This is an optimization exercise on Yosys and OpenROAD, whose aim is small area, not a production implementation.
Only simulation tests tie the RTL to the original design; equivalence was not proved.
The clock port is modelled as an ideal driver; clocking choices that lean on that would not hold on a real chip.
No activity file was given, so power comes from the tool's default toggle rates.

--- flow/design.v ---
module conv_mac
(
    input  logic [7:0]  a,
    input  logic [7:0]  b,
    input  logic [15:0] p,
    output logic [15:0] result
);
    logic [15:0] row0;
    logic [15:0] row1;
    logic pp_0_0, pp_0_1, pp_0_2, pp_0_3, pp_0_4, pp_0_5, pp_0_6, pp_0_7, pp_1_0, pp_1_1, pp_1_2, pp_1_3, pp_1_4, pp_1_5, pp_1_6, pp_1_7, ppn_1_7, pp_2_0, pp_2_1, pp_2_2, pp_2_3, pp_2_4, pp_2_5, pp_2_6, pp_2_7, pp_3_0, pp_3_1, pp_3_2, pp_3_3, pp_3_4, pp_3_5, pp_3_6, pp_3_7, pp_4_0, pp_4_1, pp_4_2, pp_4_3, pp_4_4, pp_4_5, pp_4_6, pp_4_7, pp_5_0, pp_5_1, pp_5_2, pp_5_3, pp_5_4, pp_5_5, pp_5_6, pp_5_7, pp_6_0, pp_6_1, pp_6_2, pp_6_3, pp_6_4, pp_6_5, pp_6_6, pp_6_7, pp_7_0, pp_7_1, pp_7_2, pp_7_3, pp_7_4, pp_7_5, pp_7_6, pp_7_7, s1, c2, s3, c4, s5, c6, s7, c8, s9, c10, s11, c12, s13, c14, s15, c16, s17, c18, s19, c20, s21, c22, s23, c24, s25, c26, s27, c28, s29, c30, s31, c32, s33, c34, s35, c36, s37, c38, s39, c40, s41, c42, s43, c44, s45, c46, s47, c48, s49, c50, s51, c52, s53, c54, s55, c56, s57, c58, s59, c60, s61, c62, s63, c64, s65, c66, s67, c68, s69, c70, s71, c72, s73, c74, s75, c76, s77, c78, s79, c80, s81, c82, s83, c84, s85, c86, s87, c88, s89, c90, s91, c92, s93, c94, s95, c96, s97, c98, s99, c100, s101, c102, s103, c104, s105, c106, s107, c108, s109, c110, s111, c112, s113, c114, s115, c116, s117, c118, s119, c120, s121, c122, s123, c124, s125, c126;
    assign pp_0_0     = a[0] & b[0];
    assign pp_0_1     = a[0] & b[1];
    assign pp_0_2     = a[0] & b[2];
    assign pp_0_3     = a[0] & b[3];
    assign pp_0_4     = a[0] & b[4];
    assign pp_0_5     = a[0] & b[5];
    assign pp_0_6     = a[0] & b[6];
    assign pp_0_7     = ~(a[0] & b[7]);
    assign pp_1_0     = a[1] & b[0];
    assign pp_1_1     = a[1] & b[1];
    assign pp_1_2     = a[1] & b[2];
    assign pp_1_3     = a[1] & b[3];
    assign pp_1_4     = a[1] & b[4];
    assign pp_1_5     = a[1] & b[5];
    assign pp_1_6     = a[1] & b[6];
    assign pp_1_7     = a[1] & b[7];
    assign ppn_1_7    = ~(a[1] & b[7]);
    assign pp_2_0     = a[2] & b[0];
    assign pp_2_1     = a[2] & b[1];
    assign pp_2_2     = a[2] & b[2];
    assign pp_2_3     = a[2] & b[3];
    assign pp_2_4     = a[2] & b[4];
    assign pp_2_5     = a[2] & b[5];
    assign pp_2_6     = a[2] & b[6];
    assign pp_2_7     = ~(a[2] & b[7]);
    assign pp_3_0     = a[3] & b[0];
    assign pp_3_1     = a[3] & b[1];
    assign pp_3_2     = a[3] & b[2];
    assign pp_3_3     = a[3] & b[3];
    assign pp_3_4     = a[3] & b[4];
    assign pp_3_5     = a[3] & b[5];
    assign pp_3_6     = a[3] & b[6];
    assign pp_3_7     = ~(a[3] & b[7]);
    assign pp_4_0     = a[4] & b[0];
    assign pp_4_1     = a[4] & b[1];
    assign pp_4_2     = a[4] & b[2];
    assign pp_4_3     = a[4] & b[3];
    assign pp_4_4     = a[4] & b[4];
    assign pp_4_5     = a[4] & b[5];
    assign pp_4_6     = a[4] & b[6];
    assign pp_4_7     = ~(a[4] & b[7]);
    assign pp_5_0     = a[5] & b[0];
    assign pp_5_1     = a[5] & b[1];
    assign pp_5_2     = a[5] & b[2];
    assign pp_5_3     = a[5] & b[3];
    assign pp_5_4     = a[5] & b[4];
    assign pp_5_5     = a[5] & b[5];
    assign pp_5_6     = a[5] & b[6];
    assign pp_5_7     = ~(a[5] & b[7]);
    assign pp_6_0     = a[6] & b[0];
    assign pp_6_1     = a[6] & b[1];
    assign pp_6_2     = a[6] & b[2];
    assign pp_6_3     = a[6] & b[3];
    assign pp_6_4     = a[6] & b[4];
    assign pp_6_5     = a[6] & b[5];
    assign pp_6_6     = a[6] & b[6];
    assign pp_6_7     = ~(a[6] & b[7]);
    assign pp_7_0     = ~(a[7] & b[0]);
    assign pp_7_1     = ~(a[7] & b[1]);
    assign pp_7_2     = ~(a[7] & b[2]);
    assign pp_7_3     = ~(a[7] & b[3]);
    assign pp_7_4     = ~(a[7] & b[4]);
    assign pp_7_5     = ~(a[7] & b[5]);
    assign pp_7_6     = ~(a[7] & b[6]);
    assign pp_7_7     = a[7] & b[7];
    assign s1         = pp_0_5 ^ pp_1_4;
    assign c2         = pp_0_5 & pp_1_4;
    assign s3         = pp_0_6 ^ pp_1_5 ^ pp_2_4;
    assign c4         = (pp_0_6 & pp_1_5) | (pp_0_6 & pp_2_4) | (pp_1_5 & pp_2_4);
    assign s5         = pp_3_3 ^ pp_4_2;
    assign c6         = pp_3_3 & pp_4_2;
    assign s7         = pp_0_7 ^ pp_1_6 ^ pp_2_5;
    assign c8         = (pp_0_7 & pp_1_6) | (pp_0_7 & pp_2_5) | (pp_1_6 & pp_2_5);
    assign s9         = pp_3_4 ^ pp_4_3 ^ pp_5_2;
    assign c10        = (pp_3_4 & pp_4_3) | (pp_3_4 & pp_5_2) | (pp_4_3 & pp_5_2);
    assign s11        = pp_6_1 ^ pp_7_0;
    assign c12        = pp_6_1 & pp_7_0;
    assign s13        = pp_1_7 ^ pp_2_6 ^ pp_3_5;
    assign c14        = (pp_1_7 & pp_2_6) | (pp_1_7 & pp_3_5) | (pp_2_6 & pp_3_5);
    assign s15        = pp_4_4 ^ pp_5_3 ^ pp_6_2;
    assign c16        = (pp_4_4 & pp_5_3) | (pp_4_4 & pp_6_2) | (pp_5_3 & pp_6_2);
    assign s17        = pp_7_1 ^ p[8];
    assign c18        = pp_7_1 & p[8];
    assign s19        = ppn_1_7 ^ pp_2_7 ^ pp_3_6;
    assign c20        = (ppn_1_7 & pp_2_7) | (ppn_1_7 & pp_3_6) | (pp_2_7 & pp_3_6);
    assign s21        = pp_4_5 ^ pp_5_4 ^ pp_6_3;
    assign c22        = (pp_4_5 & pp_5_4) | (pp_4_5 & pp_6_3) | (pp_5_4 & pp_6_3);
    assign s23        = pp_7_2 ^ p[9];
    assign c24        = pp_7_2 & p[9];
    assign s25        = pp_3_7 ^ pp_4_6 ^ pp_5_5;
    assign c26        = (pp_3_7 & pp_4_6) | (pp_3_7 & pp_5_5) | (pp_4_6 & pp_5_5);
    assign s27        = pp_6_4 ^ pp_7_3;
    assign c28        = pp_6_4 & pp_7_3;
    assign s29        = pp_4_7 ^ pp_5_6;
    assign c30        = pp_4_7 & pp_5_6;
    assign s31        = pp_0_3 ^ pp_1_2;
    assign c32        = pp_0_3 & pp_1_2;
    assign s33        = pp_0_4 ^ pp_1_3 ^ pp_2_2;
    assign c34        = (pp_0_4 & pp_1_3) | (pp_0_4 & pp_2_2) | (pp_1_3 & pp_2_2);
    assign s35        = pp_3_1 ^ pp_4_0;
    assign c36        = pp_3_1 & pp_4_0;
    assign s37        = s1 ^ pp_2_3 ^ pp_3_2;
    assign c38        = (s1 & pp_2_3) | (s1 & pp_3_2) | (pp_2_3 & pp_3_2);
    assign s39        = pp_4_1 ^ pp_5_0 ^ p[5];
    assign c40        = (pp_4_1 & pp_5_0) | (pp_4_1 & p[5]) | (pp_5_0 & p[5]);
    assign s41        = c2 ^ s3 ^ s5;
    assign c42        = (c2 & s3) | (c2 & s5) | (s3 & s5);
    assign s43        = pp_5_1 ^ pp_6_0 ^ p[6];
    assign c44        = (pp_5_1 & pp_6_0) | (pp_5_1 & p[6]) | (pp_6_0 & p[6]);
    assign s45        = c4 ^ c6 ^ s7;
    assign c46        = (c4 & c6) | (c4 & s7) | (c6 & s7);
    assign s47        = s9 ^ s11 ^ p[7];
    assign c48        = (s9 & s11) | (s9 & p[7]) | (s11 & p[7]);
    assign s49        = c8 ^ c10 ^ c12;
    assign c50        = (c8 & c10) | (c8 & c12) | (c10 & c12);
    assign s51        = s13 ^ s15 ^ s17;
    assign c52        = (s13 & s15) | (s13 & s17) | (s15 & s17);
    assign s53        = c14 ^ c16 ^ c18;
    assign c54        = (c14 & c16) | (c14 & c18) | (c16 & c18);
    assign s55        = s19 ^ s21 ^ s23;
    assign c56        = (s19 & s21) | (s19 & s23) | (s21 & s23);
    assign s57        = c20 ^ c22 ^ c24;
    assign c58        = (c20 & c22) | (c20 & c24) | (c22 & c24);
    assign s59        = s25 ^ s27 ^ p[10];
    assign c60        = (s25 & s27) | (s25 & p[10]) | (s27 & p[10]);
    assign s61        = c26 ^ c28 ^ s29;
    assign c62        = (c26 & c28) | (c26 & s29) | (c28 & s29);
    assign s63        = pp_6_5 ^ pp_7_4 ^ p[11];
    assign c64        = (pp_6_5 & pp_7_4) | (pp_6_5 & p[11]) | (pp_7_4 & p[11]);
    assign s65        = c30 ^ pp_5_7 ^ pp_6_6;
    assign c66        = (c30 & pp_5_7) | (c30 & pp_6_6) | (pp_5_7 & pp_6_6);
    assign s67        = pp_7_5 ^ p[12];
    assign c68        = pp_7_5 & p[12];
    assign s69        = pp_6_7 ^ pp_7_6;
    assign c70        = pp_6_7 & pp_7_6;
    assign s71        = pp_0_2 ^ pp_1_1;
    assign c72        = pp_0_2 & pp_1_1;
    assign s73        = s31 ^ pp_2_1 ^ pp_3_0;
    assign c74        = (s31 & pp_2_1) | (s31 & pp_3_0) | (pp_2_1 & pp_3_0);
    assign s75        = c32 ^ s33 ^ s35;
    assign c76        = (c32 & s33) | (c32 & s35) | (s33 & s35);
    assign s77        = c34 ^ c36 ^ s37;
    assign c78        = (c34 & c36) | (c34 & s37) | (c36 & s37);
    assign s79        = c38 ^ c40 ^ s41;
    assign c80        = (c38 & c40) | (c38 & s41) | (c40 & s41);
    assign s81        = c42 ^ c44 ^ s45;
    assign c82        = (c42 & c44) | (c42 & s45) | (c44 & s45);
    assign s83        = c46 ^ c48 ^ s49;
    assign c84        = (c46 & c48) | (c46 & s49) | (c48 & s49);
    assign s85        = c50 ^ c52 ^ s53;
    assign c86        = (c50 & c52) | (c50 & s53) | (c52 & s53);
    assign s87        = c54 ^ c56 ^ s57;
    assign c88        = (c54 & c56) | (c54 & s57) | (c56 & s57);
    assign s89        = c58 ^ c60 ^ s61;
    assign c90        = (c58 & c60) | (c58 & s61) | (c60 & s61);
    assign s91        = c62 ^ c64 ^ s65;
    assign c92        = (c62 & c64) | (c62 & s65) | (c64 & s65);
    assign s93        = c66 ^ c68 ^ s69;
    assign c94        = (c66 & c68) | (c66 & s69) | (c68 & s69);
    assign s95        = c70 ^ pp_7_7;
    assign c96        = c70 & pp_7_7;
    assign s97        = pp_0_1 ^ pp_1_0;
    assign c98        = pp_0_1 & pp_1_0;
    assign s99        = s71 ^ pp_2_0 ^ p[2];
    assign c100       = (s71 & pp_2_0) | (s71 & p[2]) | (pp_2_0 & p[2]);
    assign s101       = c72 ^ s73 ^ p[3];
    assign c102       = (c72 & s73) | (c72 & p[3]) | (s73 & p[3]);
    assign s103       = c74 ^ s75 ^ p[4];
    assign c104       = (c74 & s75) | (c74 & p[4]) | (s75 & p[4]);
    assign s105       = c76 ^ s77 ^ s39;
    assign c106       = (c76 & s77) | (c76 & s39) | (s77 & s39);
    assign s107       = c78 ^ s79 ^ s43;
    assign c108       = (c78 & s79) | (c78 & s43) | (s79 & s43);
    assign s109       = c80 ^ s81 ^ s47;
    assign c110       = (c80 & s81) | (c80 & s47) | (s81 & s47);
    assign s111       = c82 ^ s83 ^ s51;
    assign c112       = (c82 & s83) | (c82 & s51) | (s83 & s51);
    assign s113       = c84 ^ s85 ^ s55;
    assign c114       = (c84 & s85) | (c84 & s55) | (s85 & s55);
    assign s115       = c86 ^ s87 ^ s59;
    assign c116       = (c86 & s87) | (c86 & s59) | (s87 & s59);
    assign s117       = c88 ^ s89 ^ s63;
    assign c118       = (c88 & s89) | (c88 & s63) | (s89 & s63);
    assign s119       = c90 ^ s91 ^ s67;
    assign c120       = (c90 & s91) | (c90 & s67) | (s91 & s67);
    assign s121       = c92 ^ s93 ^ p[13];
    assign c122       = (c92 & s93) | (c92 & p[13]) | (s93 & p[13]);
    assign s123       = c94 ^ s95 ^ p[14];
    assign c124       = (c94 & s95) | (c94 & p[14]) | (s95 & p[14]);
    assign s125       = c96 ^ p[15];
    assign c126       = c96 & p[15];
    assign row0 = {c124, c122, c120, c118, c116, c114, c112, c110, c108, c106, c104, c102, c100, c98, s97, pp_0_0};
    assign row1 = {s125, s123, s121, s119, s117, s115, s113, s111, s109, s107, s105, s103, s101, s99, p[1], p[0]};
    logic cc0, cc1, cc10, cc2, cc3, cc4, cc5, cc6, cc7, cc8, cc9, cs0, cs1, cs10, cs11, cs12, cs13, cs14, cs15, cs2, cs3, cs4, cs5, cs6, cs7, cs8, cs9, kc0_11, kc0_12, kc0_13, kc0_14, kc0_15, kc1_11, kc1_12, kc1_13, kc1_14, kc1_15, ks0_11, ks0_12, ks0_13, ks0_14, ks0_15, ks1_11, ks1_12, ks1_13, ks1_14, ks1_15;
    assign cs0 = pp_0_0 ^ p[0];
    assign cc0 = pp_0_0 & p[0];
    assign cs1 = s97 ^ p[1] ^ cc0;
    assign cc1 = (s97 & p[1]) | (s97 & cc0) | (p[1] & cc0);
    assign cs2 = c98 ^ s99 ^ cc1;
    assign cc2 = (c98 & s99) | (c98 & cc1) | (s99 & cc1);
    assign cs3 = c100 ^ s101 ^ cc2;
    assign cc3 = (c100 & s101) | (c100 & cc2) | (s101 & cc2);
    assign cs4 = c102 ^ s103 ^ cc3;
    assign cc4 = (c102 & s103) | (c102 & cc3) | (s103 & cc3);
    assign cs5 = c104 ^ s105 ^ cc4;
    assign cc5 = (c104 & s105) | (c104 & cc4) | (s105 & cc4);
    assign cs6 = c106 ^ s107 ^ cc5;
    assign cc6 = (c106 & s107) | (c106 & cc5) | (s107 & cc5);
    assign cs7 = c108 ^ s109 ^ cc6;
    assign cc7 = (c108 & s109) | (c108 & cc6) | (s109 & cc6);
    assign cs8 = c110 ^ s111 ^ cc7;
    assign cc8 = (c110 & s111) | (c110 & cc7) | (s111 & cc7);
    assign cs9 = c112 ^ s113 ^ cc8;
    assign cc9 = (c112 & s113) | (c112 & cc8) | (s113 & cc8);
    assign cs10 = c114 ^ s115 ^ cc9;
    assign cc10 = (c114 & s115) | (c114 & cc9) | (s115 & cc9);
    assign ks0_11 = c116 ^ s117;
    assign kc0_11 = c116 & s117;
    assign ks0_12 = c118 ^ s119 ^ kc0_11;
    assign kc0_12 = (c118 & s119) | (c118 & kc0_11) | (s119 & kc0_11);
    assign ks0_13 = c120 ^ s121 ^ kc0_12;
    assign kc0_13 = (c120 & s121) | (c120 & kc0_12) | (s121 & kc0_12);
    assign ks0_14 = c122 ^ s123 ^ kc0_13;
    assign kc0_14 = (c122 & s123) | (c122 & kc0_13) | (s123 & kc0_13);
    assign ks0_15 = c124 ^ s125 ^ kc0_14;
    assign kc0_15 = (c124 & s125) | (c124 & kc0_14) | (s125 & kc0_14);
    assign ks1_11 = c116 ^ s117 ^ 1'b1;
    assign kc1_11 = (c116 & s117) | (c116 & 1'b1) | (s117 & 1'b1);
    assign ks1_12 = c118 ^ s119 ^ kc1_11;
    assign kc1_12 = (c118 & s119) | (c118 & kc1_11) | (s119 & kc1_11);
    assign ks1_13 = c120 ^ s121 ^ kc1_12;
    assign kc1_13 = (c120 & s121) | (c120 & kc1_12) | (s121 & kc1_12);
    assign ks1_14 = c122 ^ s123 ^ kc1_13;
    assign kc1_14 = (c122 & s123) | (c122 & kc1_13) | (s123 & kc1_13);
    assign ks1_15 = c124 ^ s125 ^ kc1_14;
    assign kc1_15 = (c124 & s125) | (c124 & kc1_14) | (s125 & kc1_14);
    assign cs11 = cc10 ? ks1_11 : ks0_11;
    assign cs12 = cc10 ? ks1_12 : ks0_12;
    assign cs13 = cc10 ? ks1_13 : ks0_13;
    assign cs14 = cc10 ? ks1_14 : ks0_14;
    assign cs15 = cc10 ? ks1_15 : ks0_15;
    assign result = {~cs15, cs14, cs13, cs12, cs11, cs10, cs9, cs8, cs7, cs6, cs5, cs4, cs3, cs2, cs1, cs0};
endmodule
module conv_acc
(
    input  logic        clk,
    input  logic        arst_n,
    input  logic        wb_cyc,
    input  logic        wb_stb,
    input  logic        wb_we,
    input  logic [1:0]  wb_adr,
    input  logic [31:0] wb_dat_i,
    output logic        wb_ack,
    output logic [31:0] wb_dat_o
);
    logic        ack;
    logic        access;
    logic        wr_operand;
    logic        rd_result;
    logic        wr_clear;
    logic        push;
    logic        pop;
    logic        res_pop;
    logic        op_full;
    logic        op_empty_bus;
    logic        op_empty_pe;
    logic        res_empty;
    logic [3:0]  bus_lvl;
    logic [3:0]  credit;
    logic [1:0]  push_d;
    logic [4:0]  pop_d;
    logic [1:0]  rpop_d;
    logic [1:0]  pop_2;
    logic        push_2;
    logic        rpop_2;
    logic [2:0]  pe_lag;
    logic [2:0]  res_lag;
    logic        overflow;
    logic        underflow;
    logic        stat_q;
    logic        hit_q;
    logic [3:0]  count;
    logic [15:0] mem [16];
    logic [15:0] sel;
    logic [15:0] rdata;
    logic [15:0] result;
    assign access     = wb_cyc && wb_stb && !ack;
    assign wr_operand = access && wb_we && (wb_adr == 2'd0);
    assign rd_result  = access && !wb_we && (wb_adr == 2'd1);
    assign wr_clear   = access && wb_we && (wb_adr == 2'd3);
    assign pop_2   = {1'b0, pop_d[0]} + {1'b0, pop_d[1]};
    assign push_2  = push_d[0] | push_d[1];
    assign rpop_2  = rpop_d[0] | rpop_d[1];
    assign pe_lag  = {1'b0, pop_2} + {2'd0, push_2};
    assign res_lag = {1'b0, pop_2} + {2'd0, pop_d[2]} + {2'd0, pop_d[3]}
                   + {2'd0, pop_d[4]} + {2'd0, rpop_2};
    assign op_full      = bus_lvl[3];
    assign op_empty_bus = (bus_lvl == 4'd0);
    assign op_empty_pe  = (bus_lvl == {1'b0, pe_lag});
    assign res_empty    = (credit == {1'b0, res_lag});
    assign push    = wr_operand && !op_full;
    assign pop     = !op_empty_pe && !credit[3];
    assign res_pop = rd_result && !res_empty;
    assign hit_q   = rpop_d[0];
    assign count   = bus_lvl + credit - {2'd0, pop_2};
    always_ff @(posedge clk or negedge arst_n) begin
        if (!arst_n) begin
            ack     <= 1'b0;
            push_d  <= '0;
            pop_d   <= '0;
            rpop_d  <= '0;
            bus_lvl <= '0;
            credit  <= '0;
        end else begin
            ack     <= access;
            push_d  <= {push_d[0], push};
            pop_d   <= {pop_d[3:0], pop};
            rpop_d  <= {rpop_d[0], res_pop};
            bus_lvl <= bus_lvl + {3'd0, push} - {3'd0, pop_d[1]};
            credit  <= credit + {3'd0, pop} - {3'd0, rpop_d[1]};
        end
    end
    always_ff @(posedge clk) begin
        stat_q <= access && !wb_we && (wb_adr == 2'd2);
    end
    always_ff @(posedge clk or negedge arst_n) begin
        if (!arst_n) begin
            overflow  <= 1'b0;
            underflow <= 1'b0;
        end else if (wr_clear) begin
            overflow  <= 1'b0;
            underflow <= 1'b0;
        end else begin
            if (wr_operand && op_full) begin
                overflow <= 1'b1;
            end
            if (rd_result && res_empty) begin
                underflow <= 1'b1;
            end
        end
    end
    conv_mac u_mac (
        .a      (wb_dat_i[7:0]),
        .b      (wb_dat_i[15:8]),
        .p      (wb_dat_i[31:16]),
        .result (result)
    );
    always_ff @(posedge clk) begin
        if (push) begin
            mem[0] <= result;
            for (int i = 1; i < 16; i++) begin
                mem[i] <= mem[i - 1];
            end
        end
    end
    always_comb begin
        for (int i = 0; i < 16; i++) begin
            sel[i] = hit_q && (count == 4'(i + 1));
        end
    end
    always_comb begin
        rdata = '0;
        for (int i = 0; i < 16; i++) begin
            rdata = rdata | (mem[i] & {16{sel[i]}});
        end
    end
    assign wb_ack = ack;
    always_comb begin
        wb_dat_o       = '0;
        wb_dat_o[15:0] = rdata;
        wb_dat_o[3:0]  = rdata[3:0]
                       | ({4{stat_q}} & {!res_empty, op_empty_bus, underflow, overflow});
    end
endmodule
--- flow/flow/run.sh ---
#!/bin/bash
# The standard layout (standard.sh) with these changes:
#  - synthesis maps adders without the Kogge-Stone carry map and skips the
#    early ABC pass inside yosys synth, so the explicit adder tree is
#    extracted into full/half adder cells as written;
#  - the final ABC mapping uses an area-oriented script (flow/area.abc);
#  - ports are buffered with the smallest buffer instead of a delay buffer;
#  - clock tree: small clock buffers, small sink clusters, no dummy loads;
#  - the constant-zero outputs share one tie cell (from synthesis) instead of one each.
# make's full output is in flow.log, each step's in orfs/logs.
set -uo pipefail
here=$PWD
export SYNTH_OPERATIONS_ARGS="-noabc"
export BUFFER_PORTS_ARGS="-buffer_cell sky130_fd_sc_hd__buf_1"
export FLOW_SYNTH_TCL=$here/synth_recipe.tcl
export MY_ABC_SCRIPT=$here/flow/area.abc
export SKIP_REPAIR_TIE_FANOUT=1
export CTS_ARGS="-sink_clustering_enable -repair_clock_nets -dont_use_dummy_load -buf_list sky130_fd_sc_hd__clkbuf_4 -sink_clustering_size 10 -sink_clustering_max_diameter 35"
sed "s#SYNTH_SCRIPT=[^ ]*#SYNTH_SCRIPT=$here/flow/my_synth.tcl#" standard.sh > my_standard.sh
bash my_standard.sh > flow.log 2>&1
--- flow/flow/area.abc ---
&get -n
&st
&dch
&nf -R 1000
&put
buffer -c
topo
stime -c
upsize -c
dnsize -c
--- flow/flow/my_synth.tcl ---
# Wraps the standard flow's synthesis script; only the final ABC mapping script changes
# (area-oriented &dch/&nf mapping of the combinational logic). Registers,
# their names and cell types are left exactly as the standard synthesis.
proc abc {args} {
  set i [lsearch -exact $args -script]
  if {$i >= 0} { lset args [expr {$i + 1}] $::env(MY_ABC_SCRIPT) }
  yosys abc {*}$args
}
source $::env(FLOW_SYNTH_TCL)
--- flow/standard.sh ---
#!/bin/bash
# synth_recipe.tcl (not shown) runs the flow's synth.tcl, then flattens the netlist and writes it again
# the make line also repeats each setting of config.mk as NAME=value (left out here)
make -C /OpenROAD-flow-scripts/flow DESIGN_CONFIG=/design/flow/config.mk WORK_HOME=/design/flow/orfs CLKGATE_MAP_FILE= SYNTH_SCRIPT=/design/flow/synth_recipe.tcl "${@:-finish}"
--- flow/config.mk ---
export PLATFORM = sky130hd
export DESIGN_NAME = conv_acc
export DESIGN_NICKNAME = conv_acc
export VERILOG_FILES = /design/flow/design.v
export SDC_FILE = /design/flow/constraint.sdc
export NUM_CORES = 4
export LEC_CHECK = 0
export CAP_MARGIN = 0
export CORE_MARGIN = 2
export CORE_UTILIZATION = 70
export SLEW_MARGIN = 0
--- flow/constraint.sdc ---
create_clock -name core_clock -period 7.0 [get_ports {clk}]
set_input_delay 1.4000 -clock core_clock [delete_from_list [all_inputs] [get_ports {clk}]]
set_output_delay 1.4000 -clock core_clock [all_outputs]
set_load 0.01 [all_outputs]
==> metrics.sh, run 1 <==
MIN_PERIOD_OVER_PERIOD_PCT=96.9
DISTINCT_CELL_TYPE_COUNT_OF_THE_SYNTHESIZED_NETLIST=43
HTREEDEPTH=2
HOLD_CLASS='reg2reg'
CP_COMMON_CELL='sky130_fd_sc_hd__a221o_1'
SYNTH-EDFF-COUNT=256
WL_UM=23000
SYNTH-MAIN-FF-CELL='sky130_fd_sc_hd__edfxtp_1'
SYNTHESIS.INSTANCES=753
HOLDBUFCOUNTCTS=0
SETUP_WS_NS=0.216
POWER.COMBINATIONAL.FRACTION_PCT=35.5
SETUP_VIOLATIONS=0
WORST_R2R_ENDPOINT='credit[3]$_DFF_PN0_'
CTS-ROOT-BUF='sky130_fd_sc_hd__clkbuf_4'
TOTAL_POWER_W=0.00418
MAX_CAP_VIOLATIONS=0
SLOWEST_DELAY_NS=0.51
R2R_CELLS=10
PRE_CTS_WS_NS=-0.331
CRITICAL_PATH_REQUIRED_NS=5.60
INITIAL_CORE_UTIL_PCT=71.5
CORE-AREA_UM2=17300
TRITONCTS_CLOCK_TREE='built'
GRT_UTIL_ALL_LAYERS_PCT=25.3
OUTCOME='complete, no violations'
WORST_IR_DROP_VDD_V=0.000399
FILLERINSTANCES=993
HOLD_VIOLATIONS=0
WORST_PIN_SLEW_NS=1.11
WHS_ENDPOINT='push_d[1]$_DFF_PN0_'
DETAIL-ROUTE-ANTENNA-NETS=0
HOLD_PATH_STARTPOINT='push_d[0]$_DFF_PN0_'
AREAGROWTHSYNTHTOFINISH_PCT=6.95
FINAL_PERIOD_MINUS_WORST_SETUP_SLACK_NS=6.78
POST-ROUTE-DRC-COUNT=0
NUMCTSBUFFERS=38
ENDPOINT_KIND='primary output'
MAX_CLOCK_FREQ_MHz=147
SYN_AREA_PER_CELL_UM2=16.4
FIN_HOLD_WS_NS=0.378
DIE_WIDTH_UM=137
LAYOUT.NETS=974
CRITICAL_PATH_PEAK_FANOUT=16
MIN_PATH_CELLS=0
RRSETUPSLACK_NS=3.96
CLOCK-SINKS=277
GLOBAL_ROUTE.OVERFLOW_TOTAL=0
CRIT_PATH_CELLS='ha_4 > ha_1 > inv_1 > ha_1 > fa_1 > fa_2 > xor2_2 > xnor2_2 > or2_4 > nor2_4 > a222oi_1 > nand4_1 > a221o_1 > a221o_1 > a221o_1 > a221o_1 > buf_1'
CLOCK-SKEW-FINAL_NS=0.0880
CLOCKPOWERSHARE_PCT=17.3
DRT-PASS1-ITER-COUNT=10
HALF_PERIMETER_WIRE_LENGTH_AFTER_DETAILED_PLACEMENT_UM=16300
CTSLONGESTPATHBUFFERS=3
CRITPATHARRIVALTIME_NS=5.38
GRT_FIRST_PASS_WIRELENGTH_UM=36100
FINAL_LAYOUT_SIZE_SUFFIX_GT1_SHARE_PCT=12.6
CRIT_FAMILY='compound AO/OA/AOI/OAI gates'
ANTENNA_FOUND_INITIAL=1
POWER.SHARE.SWITCHING_PCT=32.0
DRT-VIAS-PER-INSTANCE=6.43
LARGEST_NET_DEGREE_AT_THE_START_OF_GLOBAL_ROUTING=209
CRIT_TYPE='reg2out'
POWER_PER_CELL_AREA_nW_PER_UM2=316
WORST_R2R_STARTPOINT='push_d[0]$_DFF_PN0_'
VIAS_IN_THE_FIRST_GLOBAL_ROUTE=6954
CTS.CLK_SLEW.WORST_PATHS_NS=0.07
CP.DEPTH=17
TIMING_MAX_TRANSITION_VIOLATIONS_FINAL=0
NETLIST_AREA_UM2=12400
CRITICAL_PATH.N_BUFFERS_INVERTERS=2
CLK_LATENCY_NS=0.61
CP-START-KIND='register'
LAYOUT.CELLS.MOST_COMMON='sky130_fd_sc_hd__edfxtp_1'
YOSYS_REGISTER_BITS=277
INTERNAL-POWER_W=0.00284
VIAS=6812
YS_WARN_COUNT=2
CELLLEAKAGEPOWER_nW=4.63
LAYOUT.CELLS.MOST_COMMON_LIST='256 x sky130_fd_sc_hd__edfxtp_1, 57 x sky130_fd_sc_hd__fa_1, 55 x sky130_fd_sc_hd__buf_1, 49 x sky130_fd_sc_hd__and2_1, 47 x sky130_fd_sc_hd__nand2_1'
WIRE_PER_INST_UM=21.7
FP.DIEH_UM=137
IO-PIN-COUNT=72
UNREPAIRED_SETUP_ENDPOINTS_AFTER_GLOBAL_ROUTING='no'
ASYNC_RESET_FF_SHARE_PCT=7.22
POWER_SWITCHING_W=0.00134
CRIT_PATH_TOP_DELAY_CELL='sky130_fd_sc_hd__a222oi_1'
DIE-AREA_UM2=18800
SYNTH-SEQ-AREA-SHARE_PCT=66.3
PLACE_CONGESTION=0.861
SHARE_SEQ_OF_TOTAL_POWER_PCT=47.1
PORTBUFFERS=55
CORE.ROWCOUNT=48
DRT-INITIAL-DRC-COUNT=878
RELSLEWSLACK_PCT=26.0
==> sequential cells by signal, summed over array words and instances (netlist names), 2 cells and up <==
| signal | count |
|---|---|
| mem | 256 |
| rpop_d | 2 |
| bus_lvl | 4 |
| pop_d | 5 |
| credit | 4 |
| push_d | 2 |
==> layout make-up <==
type / count / area [µm²] / share of cell area [%]
Antenna cell: 1 / 2.50 / 0.0189
Clock buffer: 38 / 285 / 2.16
Inverter: 35 / 131 / 0.993
Multi-Input combinational cell: 397 / 3870 / 29.2
Sequential cell: 277 / 8210 / 62.1
Tap cell: 225 / 282 / 2.13
Timing Repair Buffer: 86 / 452 / 3.41
==> cell families after synthesis <==
family	Yosys count	share of synthesized area (%)
and+or+nand+nor	165	6.95
buffers and inverters	79	3.25
adders and majority gates	100	14.3
DFF	277	66.3
AOI/OAI and AO/OA	116	8.01
other	1	0.0303
xor gates and xnor gates	15	1.12
==> worst max-delay path by stage <==
stage / start / end / slack (ns)
after floorplan: wb_stb / bus_lvl[2]$_DFF_PN0_ / -4.57
after global placement: wb_dat_i[1] / mem[0][15]$_DFFE_PP_ / -0.19
after detailed placement: wb_dat_i[1] / mem[0][15]$_DFFE_PP_ / -0.33
after CTS: pop_d[1]$_DFF_PN0_ / wb_dat_o[14] / 0.01
after global routing: pop_d[0]$_DFF_PN0_ / wb_dat_o[9] / 0.03
final: pop_d[0]$_DFF_PN0_ / wb_dat_o[14] / 0.22
==> cell usage after synthesis, types with 2 or more instances <==
| cell | n | area, µm² |
|---|---|---|
| sky130_fd_sc_hd__a21oi_1 | 14 | 70.1 |
| sky130_fd_sc_hd__a221o_1 | 12 | 120 |
| sky130_fd_sc_hd__a221oi_1 | 6 | 52.6 |
| sky130_fd_sc_hd__a222oi_1 | 44 | 440 |
| sky130_fd_sc_hd__a22oi_1 | 30 | 225 |
| sky130_fd_sc_hd__and2_1 | 49 | 307 |
| sky130_fd_sc_hd__and3_1 | 4 | 25.0 |
| sky130_fd_sc_hd__and4_1 | 3 | 26.3 |
| sky130_fd_sc_hd__buf_4 | 28 | 210 |
| sky130_fd_sc_hd__clkbuf_1 | 16 | 60.1 |
| sky130_fd_sc_hd__dfrtp_1 | 20 | 500 |
| sky130_fd_sc_hd__edfxtp_1 | 256 | 7690 |
| sky130_fd_sc_hd__fa_1 | 69 | 1380 |
| sky130_fd_sc_hd__ha_1 | 31 | 388 |
| sky130_fd_sc_hd__inv_1 | 34 | 128 |
| sky130_fd_sc_hd__nand2_1 | 49 | 184 |
| sky130_fd_sc_hd__nand3_1 | 16 | 80.1 |
| sky130_fd_sc_hd__nand3b_1 | 3 | 22.5 |
| sky130_fd_sc_hd__nand4_1 | 9 | 56.3 |
| sky130_fd_sc_hd__nor2_1 | 17 | 63.8 |
| sky130_fd_sc_hd__nor2_2 | 3 | 18.8 |
| sky130_fd_sc_hd__o22ai_1 | 2 | 12.5 |
| sky130_fd_sc_hd__or2_2 | 6 | 37.5 |
| sky130_fd_sc_hd__xnor2_1 | 9 | 78.8 |
| sky130_fd_sc_hd__xor2_1 | 5 | 43.8 |
==> routing by layer <==
layer  vias up  routed length (µm)  global-route usage [%]
li1       3027                   -                       -
met1      3398                9580                    36.8
met2       352               11200                    39.6
met3        35                1820                    5.26
met4         0                 354                    7.67
met5         -                   0                       0
==> power by group through the flow <==
stage               Sequential, W  Clock, W  Combinational (W)
global route              0.00198  0.000807            0.00164
floorplan                 0.00199         0            0.00104
global placement          0.00200         0            0.00130
detailed placement        0.00200         0            0.00138
CTS                       0.00197  0.000741            0.00139
finish                    0.00197  0.000724            0.00149
==> through the flow <==
stage | setup TNS (ns) | instances | instance area (µm²) | utilization (%)
2_1_floorplan | -859.45 | 753 | 12400 | -
3_3_place_gp | -0.393 | 1019 | 12900 | 74.6
3_5_place_dp | -0.730 | 1019 | 12900 | 74.6
4_1_cts | 0 | 1057 | 13200 | 76.2
5_1_grt | 0 | 1059 | 13200 | 76.5
6_report | 0 | 1059 | 13200 | 76.5
==> what timing repair did <==
item / CTS / global route
pin swaps: 1 / 4
setup buffers: 0 / 1
setup endpoints to repair: 3 / 3
resized for setup: 1 / 8
==> run 2: changes to the inputs <==
--- a/flow/config.mk
+++ b/flow/config.mk
@@ -5,7 +5,7 @@
 export SDC_FILE = /design/flow/constraint.sdc
 export NUM_CORES = 4
 export LEC_CHECK = 0
-export CAP_MARGIN = 0
+export CAP_MARGIN = 5
 export CORE_MARGIN = 2
 export CORE_UTILIZATION = 70
-export SLEW_MARGIN = 0
+export SLEW_MARGIN = 5
==> run 2 against run 1 <==
Against the previous run: still clean on timing, DRC and antenna; hold slack unchanged; clock power about the same; routed wire length unchanged; first-iteration DRC count unchanged; combinational power about the same; critical path type unchanged; largest power group unchanged; highest routed layer unchanged.
==> metrics.sh, run 2 <==
OUTCOME='complete, no violations'
SYNTHESIS.INSTANCES=753  # unchanged
GLOBAL_ROUTE.OVERFLOW_TOTAL=0  # unchanged
CTS-ROOT-BUF='sky130_fd_sc_hd__clkbuf_4'
WORST_R2R_ENDPOINT='credit[3]$_DFF_PN0_'
LARGEST_REGISTER_FFS=256  # unchanged
CTSLONGESTPATHBUFFERS=3  # unchanged
DISTINCT_CELL_TYPE_COUNT_OF_THE_SYNTHESIZED_NETLIST=43  # unchanged
NETLIST.AREA_LEADER.SHARE_PCT=62.1  # unchanged
FILLERINSTANCES=993  # unchanged
TIMING_MAX_TRANSITION_VIOLATIONS_FINAL=0  # unchanged
YS_WARN_COUNT=2  # unchanged
INITIAL_CORE_UTIL_PCT=71.5  # unchanged
POWER.SHARE.SWITCHING_PCT=32.0  # unchanged
DRT-VIAS-PER-INSTANCE=6.43  # unchanged
HOLDBUFCOUNTCTS=0  # unchanged
CLOCK-SINKS=277  # unchanged
SETUP_TOTAL_NEGATIVE_SLACK_NS=0  # unchanged
CTS.CLK_SLEW.WORST_PATHS_NS=0.07  # about the same
INTERNAL-POWER_W=0.00284  # unchanged
TOTAL_POWER_W=0.00418  # unchanged
POST-ROUTE-DRC-COUNT=0  # unchanged
DRT-PASS1-ITER-COUNT=10  # unchanged
PLACED_AREA_UM2=12900  # unchanged
FINAL_DESIGN_AREA_NO_FILL_UM2=13200  # unchanged
CELLLEAKAGEPOWER_nW=4.63  # unchanged
NETLIST_AREA_UM2=12400  # unchanged
VIAS=6812  # unchanged
LAYOUT.CELLS.MOST_COMMON_LIST='256 x sky130_fd_sc_hd__edfxtp_1, 57 x sky130_fd_sc_hd__fa_1, 55 x sky130_fd_sc_hd__buf_1, 49 x sky130_fd_sc_hd__and2_1, 47 x sky130_fd_sc_hd__nand2_1'
LARGEST_NET_DEGREE_AT_THE_START_OF_GLOBAL_ROUTING=209  # unchanged
IO-PIN-COUNT=72  # unchanged
DIE-AREA_UM2=18800  # unchanged
CLOCK-SKEW-FINAL_NS=0.0880  # unchanged
YOSYSTOPAREACELL='sky130_fd_sc_hd__edfxtp_1'
SYNTH-SEQ-AREA-SHARE_PCT=66.3  # unchanged
SETUP_VIOLATIONS=0  # unchanged
DP.CELLS=1019  # unchanged
WORST_IR_DROP_VDD_V=0.000399  # unchanged
WORST_R2R_STARTPOINT='push_d[0]$_DFF_PN0_'
WL_UM=23000  # unchanged
ASYNC_RESET_FF_SHARE_PCT=7.22  # unchanged
FINAL_PERIOD_MINUS_WORST_SETUP_SLACK_NS=6.78  # unchanged
PRE_CTS_WS_NS=-0.331  # unchanged
TIMING.CRITICAL_PATH.TO='wb_dat_o[14]'
NUMCTSBUFFERS=38  # unchanged
RRSETUPSLACK_NS=3.96  # about the same
FP.DIEH_UM=137  # unchanged
CLOCKPOWERSHARE_PCT=17.3  # about the same
CRITICAL_PATH_PEAK_FANOUT=16  # unchanged
PORTBUFFERS=55  # unchanged
CLK_LATENCY_NS=0.61  # about the same
HTREEDEPTH=2  # unchanged
UNREPAIRED_SETUP_ENDPOINTS_AFTER_GLOBAL_ROUTING='no'
AREAGROWTHSYNTHTOFINISH_PCT=6.95  # unchanged
MAX_CAP_VIOLATIONS=0  # unchanged
CORE.ROWCOUNT=48  # unchanged
CP-START-KIND='register'
SYNTH-EDFF-COUNT=256  # unchanged
DIE_WIDTH_UM=137  # unchanged
RELSLEWSLACK_PCT=26.0  # unchanged
R2R_CELLS=10  # unchanged
LAYOUT.NETS=974  # unchanged
WIRE_PER_INST_UM=21.7  # unchanged
YOSYS.CELL_COUNT.TOP_TYPE='sky130_fd_sc_hd__edfxtp_1'
SYNTH_TOP_CELLS_BY_AREA='sky130_fd_sc_hd__edfxtp_1 62%, sky130_fd_sc_hd__fa_1 11%, sky130_fd_sc_hd__dfrtp_1 4.0%'
SHARE_SEQ_OF_TOTAL_POWER_PCT=47.1  # about the same
TRITONCTS_CLOCK_TREE='built'
ANTENNA_FOUND_INITIAL=1  # unchanged
HOLD_CLASS='reg2reg'
SYN_AREA_PER_CELL_UM2=16.4  # unchanged
POWER_PER_CELL_AREA_nW_PER_UM2=316  # unchanged
WORST_PIN_SLEW_NS=1.11  # unchanged
POWER_SWITCHING_W=0.00134  # unchanged
LARGEST_REGISTERS='mem x256, pop_d x5'
ENDPOINT_KIND='primary output'
DETAIL-ROUTE-ANTENNA-NETS=0  # unchanged
CORE-AREA_UM2=17300  # unchanged
LAYOUT.CELLS.MOST_COMMON='sky130_fd_sc_hd__edfxtp_1'
FIN_CELLS=1059  # unchanged
SETUP_WS_NS=0.216  # unchanged
HOLD_VIOLATIONS=0  # unchanged
SYNTH-MAIN-FF-CELL='sky130_fd_sc_hd__edfxtp_1'
MAX_CLOCK_FREQ_MHz=147  # unchanged
HALF_PERIMETER_WIRE_LENGTH_AFTER_DETAILED_PLACEMENT_UM=16300  # unchanged
CRIT_TYPE='reg2out'
VIAS_IN_THE_FIRST_GLOBAL_ROUTE=6954  # unchanged
MIN_PERIOD_OVER_PERIOD_PCT=96.9  # unchanged
DRT-INITIAL-DRC-COUNT=878  # unchanged
GRT_UTIL_ALL_LAYERS_PCT=25.3  # unchanged
GRT_FIRST_PASS_WIRELENGTH_UM=36100  # unchanged
CRITICAL_PATH_REQUIRED_NS=5.60  # about the same
LARGEST-REGISTER='mem'
TIMING.CRITICAL_PATH.FROM='pop_d[0]$_DFF_PN0_'
FINAL_LAYOUT_SIZE_SUFFIX_GT1_SHARE_PCT=12.6  # unchanged
POWER.COMBINATIONAL.FRACTION_PCT=35.5  # about the same
CRITPATHARRIVALTIME_NS=5.38  # about the same
YS_TOP_CELLS_BY_COUNT='256 x sky130_fd_sc_hd__edfxtp_1, 69 x sky130_fd_sc_hd__fa_1, 49 x sky130_fd_sc_hd__and2_1, 49 x sky130_fd_sc_hd__nand2_1, 44 x sky130_fd_sc_hd__a222oi_1'
PLACE_CONGESTION=0.861  # unchanged
YOSYS_REGISTER_BITS=277  # unchanged
-- run 2: worst min-delay path by stage --
stage	from	end	slack, ns	cells past startpoint
detailed placement	push_d[0]$_DFF_PN0_	push_d[1]$_DFF_PN0_	0.36	0
CTS	push_d[0]$_DFF_PN0_	push_d[1]$_DFF_PN0_	0.38	0
global placement	push_d[0]$_DFF_PN0_	push_d[1]$_DFF_PN0_	0.36	0
finish	push_d[0]$_DFF_PN0_	push_d[1]$_DFF_PN0_	0.38	0
global route	mem[0][4]$_DFFE_PP_	mem[1][4]$_DFFE_PP_	0.39	0
floorplan	push_d[0]$_DFF_PN0_	push_d[1]$_DFF_PN0_	0.35	0
-- run 2: kinds of logic (layout without fill, tap and decap cells) --
group           after synthesis  count (layout)  share of synthesized area, %
compound gates              116             116                          8.01
xor+xnor                     15              15                          1.12
flops                       277             277                          66.3
buf+inv                      79             159                          3.25
fa+ha+maj                   100             100                          14.3
simple gates                165             165                          6.95
other cells                   1               2                        0.0303
-- run 2: power by group through the flow --
stage	registers, W	clock network (W)	logic (W)
3_5_place_dp	0.00200	0	0.00138
6_report	0.00197	0.000724	0.00149
2_1_floorplan	0.00199	0	0.00104
5_1_grt	0.00198	0.000807	0.00164
3_3_place_gp	0.00200	0	0.00130
4_1_cts	0.00197	0.000741	0.00139
-- run 2: area by class of cell --
type | count | area [µm²] | share of cell area [%]
Sequential cell | 277 | 8210 | 62.1
Inverter | 35 | 131 | 0.993
Tap cell | 225 | 282 | 2.13
Multi-Input combinational cell | 397 | 3870 | 29.2
Antenna cell | 1 | 2.50 | 0.0189
Timing Repair Buffer | 86 | 452 | 3.41
Clock buffer | 38 | 285 | 2.16
-- run 2: metal layers --
layer | share of wire (%) | routed length, µm | global-route usage (%) | vias up
li1 | - | - | - | 3027
met1 | 42 | 9580 | 36.8 | 3398
met2 | 49 | 11200 | 39.6 | 352
met3 | 7.9 | 1820 | 5.26 | 35
met4 | 1.5 | 354 | 7.67 | 0
met5 | 0 | 0 | 0 | -
-- run 2: what timing repair did --
action,CTS,global route
endpoints found under the setup margin,3,3
pin swaps,1,4
resized for setup,1,8
cloned,0,0
buffers inserted,0,1
-- run 2: metrics by stage --
| stage | hold slack (ns) | util, % |
|---|---|---|
| after floorplan | 0.347 | - |
| after global placement | 0.358 | 74.6 |
| after detailed placement | 0.363 | 74.6 |
| after CTS | 0.384 | 76.2 |
| after global routing | 0.385 | 76.5 |
| final | 0.378 | 76.5 |
-- run 2: worst max-delay path, cell delays in order, from the launching register on --
cell and delay [ns]:
sky130_fd_sc_hd__dfrtp_2 0.45, sky130_fd_sc_hd__ha_4 0.27, sky130_fd_sc_hd__ha_1 0.27, sky130_fd_sc_hd__inv_1 0.04
sky130_fd_sc_hd__ha_1 0.19, sky130_fd_sc_hd__fa_1 0.45, sky130_fd_sc_hd__fa_2 0.41, sky130_fd_sc_hd__xor2_2 0.17
sky130_fd_sc_hd__xnor2_2 0.28, sky130_fd_sc_hd__or2_4 0.23, sky130_fd_sc_hd__nor2_4 0.10, sky130_fd_sc_hd__a222oi_1 0.51
sky130_fd_sc_hd__nand4_1 0.18, sky130_fd_sc_hd__a221o_1 0.30, sky130_fd_sc_hd__a221o_1 0.27, sky130_fd_sc_hd__a221o_1 0.27
sky130_fd_sc_hd__a221o_1 0.26, sky130_fd_sc_hd__buf_1 0.13
==> run 3: changes to the inputs <==
==> flow/flow/area.abc (replaced) <==
&get -n
&st
&dch
&nf -R 1000
&put
--- a/flow/config.mk
+++ b/flow/config.mk
@@ -5,7 +5,7 @@
 export SDC_FILE = /design/flow/constraint.sdc
 export NUM_CORES = 4
 export LEC_CHECK = 0
-export CAP_MARGIN = 5
+export CAP_MARGIN = 20
 export CORE_MARGIN = 2
 export CORE_UTILIZATION = 70
-export SLEW_MARGIN = 5
+export SLEW_MARGIN = 20
==> run 3 against run 2 <==
Against the previous run: critical endpoint unchanged; area after synthesis shrank 0.68%; global-route usage grew 0.29 points; die area shrank 0.66%; utilization grew 0.51 points; final cell count grew 0.38%; synthesized cell count shrank 2.1%; setup slack gained 0.011 ns; register-to-register slack lost 0.09 ns; first-iteration DRC count shrank 6.4%; maximum frequency grew 0.17%; non-clock buffer count grew 5.
==> metrics.sh, run 3 <==
SETUP_TOTAL_NEGATIVE_SLACK_NS=0  # unchanged
FP.DIEH_UM=136  # -0.33%
GRT_FIRST_PASS_WIRELENGTH_UM=36600  # +1.4%
HTREEDEPTH=2  # unchanged
CTSLONGESTPATHBUFFERS=3  # unchanged
NUM_ANTENNA_CELLS=0  # -1
HOLD_CLASS='reg2reg'
CLK_LATENCY_NS=0.62  # about the same
WORST_R2R_STARTPOINT='pop_d[0]$_DFF_PN0_'
DISTINCT_CELL_TYPE_COUNT_OF_THE_SYNTHESIZED_NETLIST=37  # -14%
CRIT_TYPE='reg2out'
HOLD_VIOLATIONS=0  # unchanged
CORE.ROWCOUNT=48  # unchanged
SYNTH-SEQ-AREA-SHARE_PCT=66.8  # +0.45 points
DIE-AREA_UM2=18600  # -0.66%
WORST_IR_DROP_VDD_V=0.000391  # -2.0%
FINAL_LAYOUT_SIZE_SUFFIX_GT1_SHARE_PCT=13.0  # +0.40 points
DIE_WIDTH_UM=136  # -0.33%
TIMING_MAX_TRANSITION_VIOLATIONS_FINAL=0  # unchanged
HALF_PERIMETER_WIRE_LENGTH_AFTER_DETAILED_PLACEMENT_UM=15900  # -2.1%
INITIAL_CORE_UTIL_PCT=71.3  # -0.24 points
GRT_USE_MET1_PCT=36.4  # -0.33 points
SYNTH_TOP_CELLS_BY_AREA='sky130_fd_sc_hd__edfxtp_1 63%, sky130_fd_sc_hd__fa_1 11%, sky130_fd_sc_hd__dfrtp_1 4.1%'
CLOCK-SKEW-FINAL_NS=0.0351  # -0.0528 ns
DRT-PASS1-ITER-COUNT=9  # -1
GRT_UTIL_ALL_LAYERS_PCT=25.6  # +0.29 points
RELSLEWSLACK_PCT=25.3  # -0.73 points
DRT-INITIAL-DRC-COUNT=822  # -6.4%
ENDPOINT_KIND='primary output'
IO-PIN-COUNT=72  # unchanged
GRT.MET3_USAGE_PCT=4.37  # -0.89 points
DETAIL-ROUTE-ANTENNA-NETS=0  # unchanged
HOLDBUFCOUNTCTS=0  # unchanged
VIAS=6872  # +0.88%
CRITICAL_PATH_PEAK_FANOUT=12  # -4
SYNTH-EDFF-COUNT=256  # unchanged
LARGEST_NET_DEGREE_AT_THE_START_OF_GLOBAL_ROUTING=215  # +2.9%
VIAS_IN_THE_FIRST_GLOBAL_ROUTE=7197  # +3.5%
NETLIST.AREA_LEADER.SHARE_PCT=62.6  # +0.42 points
ASYNC_RESET_FF_SHARE_PCT=7.22  # unchanged
RRSETUPSLACK_NS=3.87  # -0.09 ns
YOSYS_REGISTER_BITS=277  # unchanged
GLOBAL_ROUTE.OVERFLOW_TOTAL=0  # unchanged
MAX_CAP_VIOLATIONS=0  # unchanged
POWER_PER_CELL_AREA_nW_PER_UM2=319  # +1.0%
CELLLEAKAGEPOWER_nW=4.49  # -2.9%
LAYOUT.CELLS.MOST_COMMON_LIST='256 x sky130_fd_sc_hd__edfxtp_1, 58 x sky130_fd_sc_hd__fa_1, 54 x sky130_fd_sc_hd__buf_1, 49 x sky130_fd_sc_hd__and2_0, 47 x sky130_fd_sc_hd__nand2_1'
OUTCOME='complete, no violations'
ANTENNA_FOUND_INITIAL=0  # -1
CLOCK-SINKS=277  # unchanged
WIRE_PER_INST_UM=21.6  # -0.65%
FINAL_PERIOD_MINUS_WORST_SETUP_SLACK_NS=6.77  # -0.0115 ns
LAYOUT.CORE_UTILIZATION_PCT=77.0  # +0.51 points
YS_WARN_COUNT=2  # unchanged
WL_UM=22900  # -0.27%
LARGEST-REGISTER='mem'
DRT-VIAS-PER-INSTANCE=6.46  # +0.50%
WORST_R2R_ENDPOINT='credit[3]$_DFF_PN0_'
GRT.BUSIEST_LAYER='met2'
TRITONCTS_CLOCK_TREE='built'
SYN_AREA_PER_CELL_UM2=16.7  # +1.5%
CRITICAL_PATH_REQUIRED_NS=5.60  # about the same
LAYOUT.CELLS.MOST_COMMON='sky130_fd_sc_hd__edfxtp_1'
R2R_CELLS=12  # +2
LARGEST_REGISTERS='mem x256, pop_d x5'
YS_TOP_CELLS_BY_COUNT='256 x sky130_fd_sc_hd__edfxtp_1, 69 x sky130_fd_sc_hd__fa_1, 50 x sky130_fd_sc_hd__nand2_1'
TIMING.CRITICAL_PATH.TO='wb_dat_o[14]'
PORTBUFFERS=55  # unchanged
PLACE_CONGESTION=0.869  # +0.93%
YOSYS.CELL_COUNT.TOP_TYPE='sky130_fd_sc_hd__edfxtp_1'
MIN_PERIOD_OVER_PERIOD_PCT=96.7  # -0.16 points
NETLIST_AREA_UM2=12300  # -0.68%
SETUP_VIOLATIONS=0  # unchanged
MAX_CLOCK_FREQ_MHz=148  # +0.17%
LARGEST_REGISTER_FFS=256  # unchanged
CRITPATHARRIVALTIME_NS=5.37  # about the same
CP-START-KIND='register'
AREAGROWTHSYNTHTOFINISH_PCT=8.02
NUMCTSBUFFERS=38  # unchanged
CTS-ROOT-BUF='sky130_fd_sc_hd__clkbuf_4'
CTS.CLK_SLEW.WORST_PATHS_NS=0.09  # +0.02 ns
SYNTH-MAIN-FF-CELL='sky130_fd_sc_hd__edfxtp_1'
CORE-AREA_UM2=17200  # -0.35%
WORST_PIN_SLEW_NS=1.12  # +0.0110 ns
UNREPAIRED_SETUP_ENDPOINTS_AFTER_GLOBAL_ROUTING='no'
POST-ROUTE-DRC-COUNT=0  # unchanged
GROUTE.LAYER.MET2.USAGE_PCT=41.3  # +1.7 points
SYNTHESIS.INSTANCES=737  # -2.1%
LAYOUT.NETS=979  # +0.51%
TIMING.CRITICAL_PATH.FROM='pop_d[0]$_DFF_PN0_'
YOSYSTOPAREACELL='sky130_fd_sc_hd__edfxtp_1'
==> run 3: changes by cell type in the layout (fill, tap and decap cells not counted), sizes merged <==
| cell | before | now |
|---|---|---|
| clkinvlp | 0 | 1 |
| clkinv | 0 | 33 |
| diode | 1 | 0 |
| buf | 86 | 90 |
| clkbuf | 38 | 39 |
| inv | 35 | 1 |
==> run 3: repair_timing <==
item | 4_1_cts | 5_1_grt
setup buffers | 1 | 0
pin swaps | 2 | 4
setup endpoints to repair | 3 | 3
gates resized for setup | 8 | 13
==> run 3: worst max-delay path, cell delays in order, from the launching register on <==
cell	delay (ns)
sky130_fd_sc_hd__dfrtp_2	0.45
sky130_fd_sc_hd__ha_4	0.27
sky130_fd_sc_hd__ha_1	0.28
sky130_fd_sc_hd__clkinv_1	0.06
sky130_fd_sc_hd__ha_1	0.19
sky130_fd_sc_hd__fa_1	0.47
sky130_fd_sc_hd__fa_2	0.42
sky130_fd_sc_hd__xor2_2	0.17
sky130_fd_sc_hd__xnor2_2	0.27
sky130_fd_sc_hd__or2_4	0.21
sky130_fd_sc_hd__nor2_2	0.11
sky130_fd_sc_hd__a222oi_1	0.49
sky130_fd_sc_hd__nand4_1	0.18
sky130_fd_sc_hd__a221o_1	0.30
sky130_fd_sc_hd__a221o_1	0.27
sky130_fd_sc_hd__a221o_1	0.26
sky130_fd_sc_hd__a221o_1	0.25
sky130_fd_sc_hd__buf_1	0.13
==> run 3: cell families (layout without fill, tap and decap cells) <==
group | Yosys count | count (layout) | share of synthesized area, %
AOI/OAI and AO/OA | 116 | 116 | 8.01
xor gates and xnor gates | 15 | 15 | 1.07
adders and majority gates | 100 | 100 | 14.4
buffers and inverters | 63 | 164 | 2.78
DFF | 277 | 277 | 66.8
other | 1 | 1 | 0.0305
and+or+nand+nor | 165 | 165 | 6.91
==> run 3: worst min path at each step <==
| stage | startpoint | end | slack (ns) | cells after the start |
|---|---|---|---|---|
| finish | push_d[0]$_DFF_PN0_ | push_d[1]$_DFF_PN0_ | 0.38 | 0 |
| detailed placement | push_d[0]$_DFF_PN0_ | push_d[1]$_DFF_PN0_ | 0.36 | 0 |
| global placement | push_d[0]$_DFF_PN0_ | push_d[1]$_DFF_PN0_ | 0.36 | 0 |
| floorplan | push_d[0]$_DFF_PN0_ | push_d[1]$_DFF_PN0_ | 0.35 | 0 |
| global route | push_d[0]$_DFF_PN0_ | push_d[1]$_DFF_PN0_ | 0.40 | 0 |
| CTS | push_d[0]$_DFF_PN0_ | push_d[1]$_DFF_PN0_ | 0.38 | 0 |
==> run 3: per-layer routing <==
| metal | part of all wire [%] | vias to the layer above |
|---|---|---|
| li1 | - | 3040 |
| met5 | 0 | - |
| met3 | 7.1 | 51 |
| met2 | 49 | 329 |
| met4 | 2.2 | 0 |
| met1 | 42 | 3452 |
==> run 3: layout make-up <==
class                      count  area (µm²)
multi-input combinational    397        3870
sequential                   277        8210
fill                         976        3960
timing repair buffer          91         490
clock buffer                  38         285
tap                          225         282
inverter                      35         136
==> run 3: power by group <==
group / internal, W / leakage [nW] / switching (W)
clock: 0.000251 / 0.175 / 0.000471
sequential: 0.00191 / 2.56 / 0.0000642
combinational: 0.000701 / 1.76 / 0.000839
total: 0.00286 / 4.49 / 0.00137
==> run 3: per-stage QoR <==
step	hold slack (ns)	instance area (µm²)	worst slack, ns	total power (W)	cells
2_1_floorplan	0.347	12400	-4.67	0.00299	737
4_1_cts	0.382	13200	0.0660	0.00415	1063
3_3_place_gp	0.360	12900	-0.185	0.00327	1024
6_report	0.385	13300	0.228	0.00424	1063
3_5_place_dp	0.365	12900	-0.323	0.00335	1024
5_1_grt	0.397	13300	0.0147	0.00452	1063
==> run 4: changes to the inputs <==
--- a/flow/flow/run.sh
+++ b/flow/flow/run.sh
@@ -6,7 +6,8 @@
 #  - the final ABC mapping uses an area-oriented script (flow/area.abc);
 #  - ports are buffered with the smallest buffer instead of a delay buffer;
 #  - clock tree: small clock buffers, small sink clusters, no dummy loads;
-#  - the constant-zero outputs share one tie cell (from synthesis) instead of one each.
+#  - the constant-zero outputs share one tie cell (from synthesis) instead of one each;
+#  - no setup repair at floorplan (ideal clocks there), later stages still repair.
 # make's full output is in flow.log, each step's in orfs/logs.
 set -uo pipefail
 here=$PWD
@@ -15,6 +16,7 @@
 export FLOW_SYNTH_TCL=$here/synth_recipe.tcl
 export MY_ABC_SCRIPT=$here/flow/area.abc
 export SKIP_REPAIR_TIE_FANOUT=1
+export REMOVE_ABC_BUFFERS=1
 export CTS_ARGS="-sink_clustering_enable -repair_clock_nets -dont_use_dummy_load -buf_list sky130_fd_sc_hd__clkbuf_4 -sink_clustering_size 10 -sink_clustering_max_diameter 35"
 sed "s#SYNTH_SCRIPT=[^ ]*#SYNTH_SCRIPT=$here/flow/my_synth.tcl#" standard.sh > my_standard.sh
 bash my_standard.sh > flow.log 2>&1
==> run 4 against run 3 <==
Against the previous run: flip-flop and latch count did not move; global-route usage fell by 0.94 points; setup slack improved by 0.011 ns; via count fell by 1.4%; still clean on timing, DRC and antenna; first-iteration DRC count rose by 6.3%; final cell count rose by 0.19%; combinational power barely moved; maximum frequency rose by 0.16%; utilization fell by 0.15 points.
==> metrics.sh, run 4 <==
YOSYS_REGISTER_BITS=277  # unchanged
YOSYSTOPAREACELL='sky130_fd_sc_hd__edfxtp_1'
HOLD_CLASS='reg2reg'
HOLD_VIOLATIONS=0  # unchanged
SYNTH-EDFF-COUNT=256  # unchanged
LAYOUT.CELLS.MOST_COMMON='sky130_fd_sc_hd__edfxtp_1'
CRITICAL_PATH_REQUIRED_NS=7.32  # +1.72 ns
MAX_CAP_VIOLATIONS=0  # unchanged
DRT-VIAS-PER-INSTANCE=6.36  # -1.6%
CRITPATHARRIVALTIME_NS=7.08  # +1.71 ns
LARGEST-REGISTER='mem'
POWER_PER_CELL_AREA_nW_PER_UM2=316  # -0.92%
CRITICAL_PATH_PEAK_FANOUT=4  # -8
SYNTH-MAIN-FF-CELL='sky130_fd_sc_hd__edfxtp_1'
DP.CELLS=1025  # +0.098%
LARGEST_REGISTER_FFS=256  # unchanged
DISTINCT_CELL_TYPE_COUNT_OF_THE_SYNTHESIZED_NETLIST=37  # unchanged
DETAIL-ROUTE-ANTENNA-NETS=0  # unchanged
FINAL_DESIGN_AREA_NO_FILL_UM2=13200  # -0.19%
DRT-INITIAL-DRC-COUNT=874  # +6.3%
SYNTHESIS.INSTANCES=737  # unchanged
FP.DIEH_UM=136  # unchanged
PLACE_CONGESTION=0.884  # +1.7%
GRT_UTIL_ALL_LAYERS_PCT=24.7  # -0.94 points
VIAS=6774  # -1.4%
VIAS_IN_THE_FIRST_GLOBAL_ROUTE=6920  # -3.8%
HOLDBUFCOUNTCTS=0  # unchanged
PORTBUFFERS=55  # unchanged
CTS.CLK_SLEW.WORST_PATHS_NS=0.10  # about the same
AREAGROWTHSYNTHTOFINISH_PCT=7.82
CELLLEAKAGEPOWER_nW=4.51  # +0.30%
DRT-PASS1-ITER-COUNT=8  # -1
WIRE_PER_INST_UM=21.0  # -2.6%
DIE-AREA_UM2=18600  # unchanged
CLOCK-SKEW-FINAL_NS=0.0755  # +0.0403 ns
R2R_CELLS=10  # -2
CORE.ROWCOUNT=48  # unchanged
NUMCTSBUFFERS=37  # -2.6%
LAYOUT.NETS=981  # +0.20%
CP-START-KIND='input pin'
INITIAL_CORE_UTIL_PCT=71.3  # unchanged
YS_TOP_CELLS_BY_COUNT='256 x sky130_fd_sc_hd__edfxtp_1, 69 x sky130_fd_sc_hd__fa_1, 50 x sky130_fd_sc_hd__nand2_1'
LAYOUT.CORE_UTILIZATION_PCT=76.9  # -0.15 points
FINAL_PERIOD_MINUS_WORST_SETUP_SLACK_NS=6.76  # -0.0107 ns
ENDPOINT_KIND='register'
ASYNC_RESET_FF_SHARE_PCT=7.22  # unchanged
FIN_HOLD_WS_NS=0.394  # +0.00881 ns
OUTCOME='complete, no violations'
RELSLEWSLACK_PCT=27.4  # +2.1 points
CTS-ROOT-BUF='sky130_fd_sc_hd__clkbuf_4'
CTSLONGESTPATHBUFFERS=3  # unchanged
UNREPAIRED_SETUP_ENDPOINTS_AFTER_GLOBAL_ROUTING='no'
LARGEST_REGISTERS='mem x256, pop_d x5'
YOSYS.CELL_COUNT.TOP_TYPE='sky130_fd_sc_hd__edfxtp_1'
LARGEST_NET_DEGREE_AT_THE_START_OF_GLOBAL_ROUTING=217  # +0.93%
MIN_PATH_CELLS=0  # unchanged
ANTENNA_FOUND_INITIAL=0  # unchanged
TRITONCTS_CLOCK_TREE='built'
SYN_AREA_PER_CELL_UM2=16.7  # unchanged
DIE_WIDTH_UM=136  # unchanged
IO-PIN-COUNT=72  # unchanged
TIMING_MAX_TRANSITION_VIOLATIONS_FINAL=0  # unchanged
SYNTH-SEQ-AREA-SHARE_PCT=66.8  # unchanged
MIN_PERIOD_OVER_PERIOD_PCT=96.6  # -0.15 points
SETUP_VIOLATIONS=0  # unchanged
WORST_IR_DROP_VDD_V=0.000327  # -16%
HTREEDEPTH=2  # unchanged
HALF_PERIMETER_WIRE_LENGTH_AFTER_DETAILED_PLACEMENT_UM=16000  # +0.13%
SYNTH_TOP_CELLS_BY_AREA='sky130_fd_sc_hd__edfxtp_1 63%, sky130_fd_sc_hd__fa_1 11%, sky130_fd_sc_hd__dfrtp_1 4.1%'
NETLIST_AREA_UM2=12300  # unchanged
NUM_ANTENNA_CELLS=0  # unchanged
CORE-AREA_UM2=17200  # unchanged
YS_WARN_COUNT=2  # unchanged
GLOBAL_ROUTE.OVERFLOW_TOTAL=0  # unchanged
NETLIST.AREA_LEADER.SHARE_PCT=62.6  # unchanged
CRIT_TYPE='in2reg'
CLK_LATENCY_NS=0.62  # about the same
FINAL_LAYOUT_SIZE_SUFFIX_GT1_SHARE_PCT=12.1  # -0.86 points
CLOCK-SINKS=277  # unchanged
WL_UM=22400  # -2.4%
POST-ROUTE-DRC-COUNT=0  # unchanged
MAX_CLOCK_FREQ_MHz=148  # +0.16%
GRT_FIRST_PASS_WIRELENGTH_UM=35300  # -3.5%
WORST_PIN_SLEW_NS=1.09  # -0.0311 ns
LAYOUT.CELLS.MOST_COMMON_LIST='256 x sky130_fd_sc_hd__edfxtp_1, 60 x sky130_fd_sc_hd__fa_1, 54 x sky130_fd_sc_hd__buf_1, 49 x sky130_fd_sc_hd__nand2_1, 49 x sky130_fd_sc_hd__and2_0'
PLACED_AREA_UM2=12900  # -0.42%
FIN_CELLS=1065  # +0.19%
==> run 4: cell types whose count changed in the layout (fill, tap and decap cells not counted), sizes merged <==
cell      before  now
buf           90   93
clkinvlp       1    0
clkinv        33   34
clkbuf        39   38
==> run 4: worst paths after layout <==
check                                  endpoint  slack, ns           startpoint
hold / removal              mem[2][8]$_DFFE_PP_       0.39  mem[1][8]$_DFFE_PP_
hold reg to reg             mem[2][8]$_DFFE_PP_       0.39  mem[1][8]$_DFFE_PP_
max in group asynchronous    pop_d[0]$_DFF_PN0_       5.89               arst_n
setup / recovery           mem[0][15]$_DFFE_PP_       0.24          wb_dat_i[1]
min in group asynchronous   push_d[0]$_DFF_PN0_       0.71               arst_n
setup reg to reg            credit[3]$_DFF_PN0_       3.98  push_d[0]$_DFF_PN0_
==> run 4: metrics by stage <==
stage	setup TNS, ns	power, W	setup slack, ns
after global routing	0	0.00444	0.0200
after CTS	0	0.00412	0.0224
after detailed placement	-3.37	0.00332	-0.852
final	0	0.00419	0.239
after global placement	-2.91	0.00324	-0.771
after floorplan	-5426.21	0.00295	-22.95
==> run 4: worst max-delay path: stages <==
cell	delay [ns]
sky130_fd_sc_hd__buf_1	0.11
sky130_fd_sc_hd__and2_0	0.16
sky130_fd_sc_hd__ha_1	0.31
sky130_fd_sc_hd__fa_1	0.56
sky130_fd_sc_hd__fa_1	0.46
sky130_fd_sc_hd__fa_2	0.39
sky130_fd_sc_hd__fa_2	0.41
sky130_fd_sc_hd__fa_1	0.46
sky130_fd_sc_hd__fa_2	0.42
sky130_fd_sc_hd__fa_2	0.41
sky130_fd_sc_hd__fa_2	0.41
sky130_fd_sc_hd__fa_2	0.43
sky130_fd_sc_hd__fa_2	0.41
sky130_fd_sc_hd__nand2_1	0.07
sky130_fd_sc_hd__o21ai_1	0.08
sky130_fd_sc_hd__o21ba_1	0.19
sky130_fd_sc_hd__o21bai_1	0.17
sky130_fd_sc_hd__a21oi_1	0.10
sky130_fd_sc_hd__xnor2_1	0.12
==> run 4: area by class of cell <==
cell class                      instances  area, µm²
Sequential cell                       277       8210
Multi-Input combinational cell        397       3830
Inverter                               35        131
Fill cell                             976       3990
Timing Repair Buffer                   94        513
Clock buffer                           37        278
Tap cell                              225        282
==> run 4: power by group <==
| part | internal, W | switching [W] |
|---|---|---|
| sequential | 0.00191 | 0.0000593 |
| clock | 0.000245 | 0.000468 |
| combinational | 0.000707 | 0.000800 |
| total | 0.00286 | 0.00133 |
==> run 4: logic make-up after synthesis <==
logic type / count (synthesis) / synth area share [%]
compound gates: 116 / 8.01
fa+ha+maj: 100 / 14.4
buf+inv: 63 / 2.78
xor+xnor: 15 / 1.07
other cells: 1 / 0.0305
simple gates: 165 / 6.91
flops: 277 / 66.8
==> run 4: timing repair <==
item	in CTS	in global routing
gates resized for setup	15	12
setup buffers	2	1
gates cloned	0	0
pin swaps	3	7
setup endpoints to repair	6	5
==> run 4: layer usage <==
metal / routed length, µm / vias to the layer above / share of wire (%) / global-route usage, %
met3: 1830 / 44 / 8.2 / 4.67
met2: 10900 / 349 / 49 / 39.3
met5: 0 / - / 0 / 0
met4: 403 / 0 / 1.8 / 6.13
li1: - / 3040 / - / -
met1: 9250 / 3341 / 41 / 36.2

afterwards: timing with drivers on the ports:
In the flow no input, the clock included, has a driving cell. The finished layouts below were timed again as built, in two steps.
Step 1 sets driving cells, clkbuf_16 on the clock port and buf_2 on the other inputs (assumed; they add their load-dependent delay and slew).
Step 2 times the ports against the registers' clock, not the clock port: input delays grow and output delays shrink by t, the midpoint of the rising clock arrivals with the driver on.
Slacks: no drivers / after step 1 / after step 2; pairs: no drivers / after step 1.
| run | t, ns | slack for setup (ns) | worst setup path at the end |
|---|---|---|---|
| run 1 | 0.615 | 0.216 / 0.176 / -0.331 | input to register |
| run 2 | 0.615 | 0.216 / 0.176 / -0.331 | input to register |
| run 3 | 0.631 | 0.228 / 0.196 / -0.319 | input to register |
| run 4 | 0.617 | 0.239 / 0.250 / -0.367 | input to register |
With both steps, setup timing fails in every run listed, where it was met with ideal ports. For run 4, which loses most, drivers alone change the setup slack by +0.011 ns; drivers and shift together by -0.606 ns.
